This design comes from an exercise in tuning for small area, a short achievable clock period and few clock cycles per item on the open sky130 flow, not from production work. At most, simulation tests tie the RTL to the original design; equivalence was not proved. No driver is modelled on the clock port, so clocking that relies on it looks cheaper here than on a real chip. Power is estimated from default activity; no workload was simulated.

## kmp_substring_search_core
module kmp_substring_search_core (
  input  logic                          clk_i,
  input  logic                          rst_ni,
  input  logic                          in_valid_i,
  output logic                          in_ready_o,
  input  logic [kmp_pkg::REQ_W-1:0]     req_type_i,
  input  logic [kmp_pkg::CHAR_W-1:0]    char_value_i,
  input  logic                          last_text_i,
  output logic                          out_valid_o,
  input  logic                          out_ready_i,
  output logic [kmp_pkg::STAT_W-1:0]    status_o,
  output logic [kmp_pkg::POS_W-1:0]     match_position_o,
  output logic [kmp_pkg::CNT_W-1:0]     pattern_count_o
);
clock: 6.0 ns
lec_check: 0
abc_clock_period_in_ps: 2500
cap_margin: 20
core_margin: 2
core_utilization: 40
setup_slack_margin: 3.5
slew_margin: 20
run.sh (not shown) runs the stock make flow with config.mk's settings and CLKGATE_MAP_FILE= SYNTH_SCRIPT=/design/flow/synth_recipe.tcl, a recipe that flattens the netlist after the stock synthesis.
Then changed:
SETUP_SLACK_MARGIN = 3.8   (was 3.5)
Outcome: Cell count increases slightly; fmax increases by a few percent; first-iteration DRC count increases by roughly a tenth; worst setup slack is better by 0.067 ns; count of clock-buffer cells in the layout decreases by 4; sequential cell count is unchanged; sequential share of layout area decreases by 1.3 points; register-to-register slack is better by 0.22 ns; die area is unchanged; total power increases slightly.
No run of this note included a check of the RTL's function; only the layout flow was run.


kmp_substring_search_core, a different RTL version from the one above (not shown whole).
Size in the first run: roughly 43 I/O pins, ~0.029 sq mm of cells after synthesis.
clock: 6.0 ns
lec_check: 0
abc_clock_period_in_ps: 2500
cap_margin: 20
core_margin: 2
core_utilization: 40
cts_buf_list: sky130_fd_sc_hd__clkbuf_16
cts_cluster_diameter: 80
cts_cluster_size: 25
setup_slack_margin: 3.8
slew_margin: 20
standard.sh (not shown) runs the stock make flow with config.mk's settings and CLKGATE_MAP_FILE= SYNTH_SCRIPT=/design/flow/synth_recipe.tcl, a recipe that flattens the netlist after the stock synthesis.
==> flow/flow/run.sh <==
#!/bin/bash
set -euo pipefail
work=$(cd "$(dirname "$0")/.." && pwd)
cd "$work"
export POST_CTS_TCL="$work/flow/collapse.tcl"
bash standard.sh > "$work/standard.log" 2>&1
==> flow/flow/collapse.tcl <==
set block [ord::get_db_block]
set clk_net [$block findNet clk_i]
set roots {}
foreach it [$clk_net getITerms] { lappend roots [$it getInst] }
if {[llength $roots] == 1} {
  set root [lindex $roots 0]
  set rnet [[$root findITerm X] getNet]
  set loads {}
  foreach it [$rnet getITerms] {
    if {[$it getInst] ne $root} { lappend loads $it }
  }
  if {[string match "sky130_fd_sc_hd__clkbuf_*" [[$root getMaster] getName]] && [llength $loads] <= 4} {
    foreach it $loads {
      $it disconnect
      $it connect $clk_net
    }
    [$root findITerm A] disconnect
    [$root findITerm X] disconnect
    odb::dbInst_destroy $root
    odb::dbNet_destroy $rnet
    puts "collapse: clock port now drives [llength $loads] buffers directly"
  }
}
Testbench counts at the start, summed over its fixed seeds: cycles 21,147, items 21,123.
==> next run, changes <==
==> flow/run.sh (new file) <==
#!/bin/bash
# synth_recipe.tcl (not shown) runs the flow's synth.tcl, then flattens the netlist and writes it again
# the make line also repeats each setting of config.mk as NAME=value (left out here)
make -C /OpenROAD-flow-scripts/flow DESIGN_CONFIG=/design/flow/config.mk WORK_HOME=/design/flow/orfs CLKGATE_MAP_FILE= SYNTH_SCRIPT=/design/flow/synth_recipe.tcl finish
- CORE_UTILIZATION: 40 -> 65
removed: flow/flow/run.sh
removed: flow/flow/collapse.tcl
removed: flow/standard.sh
Power came out lower by a few percent.
Worst hold slack barely changes.
Sequential share of layout area goes up by 2.3 points.
Setup slack is better by 0.062 ns.
Design area falls by a few percent.
Wire length shrinks by a few percent.
==> next run, changes <==
- CAP_MARGIN: 20 -> 5
- CORE_UTILIZATION: 65 -> 40
- CTS_CLUSTER_DIAMETER: 80 -> 100
- CTS_CLUSTER_SIZE: 25 -> 30
- SLEW_MARGIN: 20 -> 5
The changed run produced a clean layout.
Synthesized cell count is unchanged.
Count of clock-buffer cells in the layout shrinks by 8.
Final area shrinks by 1.7%.
Combinational power shrinks by 8.8%.
Worst setup slack got worse by 0.044 ns.
Clock power shrinks by 11%.
==> next run, changes <==
- CAP_MARGIN: 5 -> 20
- CTS_CLUSTER_DIAMETER: 100 -> 80
- CTS_CLUSTER_SIZE: 30 -> 25
- SLEW_MARGIN: 5 -> 20
Outcome:
- The new run ran to the end with no violations
- setup slack improves by 0.023 ns
- clock skew came out lower by 0.0065 ns
- routed wire length came out higher by about 4.6%

-- what the ideal ports hide --
Ports are ideal in the flow. The routed layouts listed here were re-timed in OpenROAD. Step 1: set_driving_cell puts a clkbuf_16 on clk_i and a buf_2 on each other input, an assumption about the parent block. Step 2 adds t to the input delays and takes it off the output delays; t is the mean of the earliest and latest rising clock arrival at the registers after step 1. Input paths then give back, and output paths get back, about the clock's delay inside the block. a / b / c = no drivers / after step 1 / after step 2; a / b = the first two.
run | shift t [ns] | setup WS [ns] | slew at the worst register clock pin (ns) | cell pins on the clock port's net
the first run of note 1 | 0.659 | 3.481 / 3.423 / 2.963 | 0.07 / 0.07 | 1
the second run of note 1 | 0.655 | 3.548 / 3.488 / 3.171 | 0.07 / 0.07 | 1
the first run of note 2 | 0.518 | 3.589 / 3.665 / 3.146 | 0.11 / 0.11 | 4
the second run of note 2 | 0.639 | 3.651 / 3.591 / 3.280 | 0.10 / 0.10 | 1
the third run of note 2 | 0.682 | 3.607 / 3.542 / 3.188 | 0.12 / 0.12 | 1
the fourth run of note 2 | 0.658 | 3.631 / 3.564 / 3.197 | 0.11 / 0.11 | 1
After both steps every run listed still meets setup and hold. The setup slack of the first run of note 1, which loses most, moves by -0.058 ns with the drivers and by -0.518 ns with both steps.
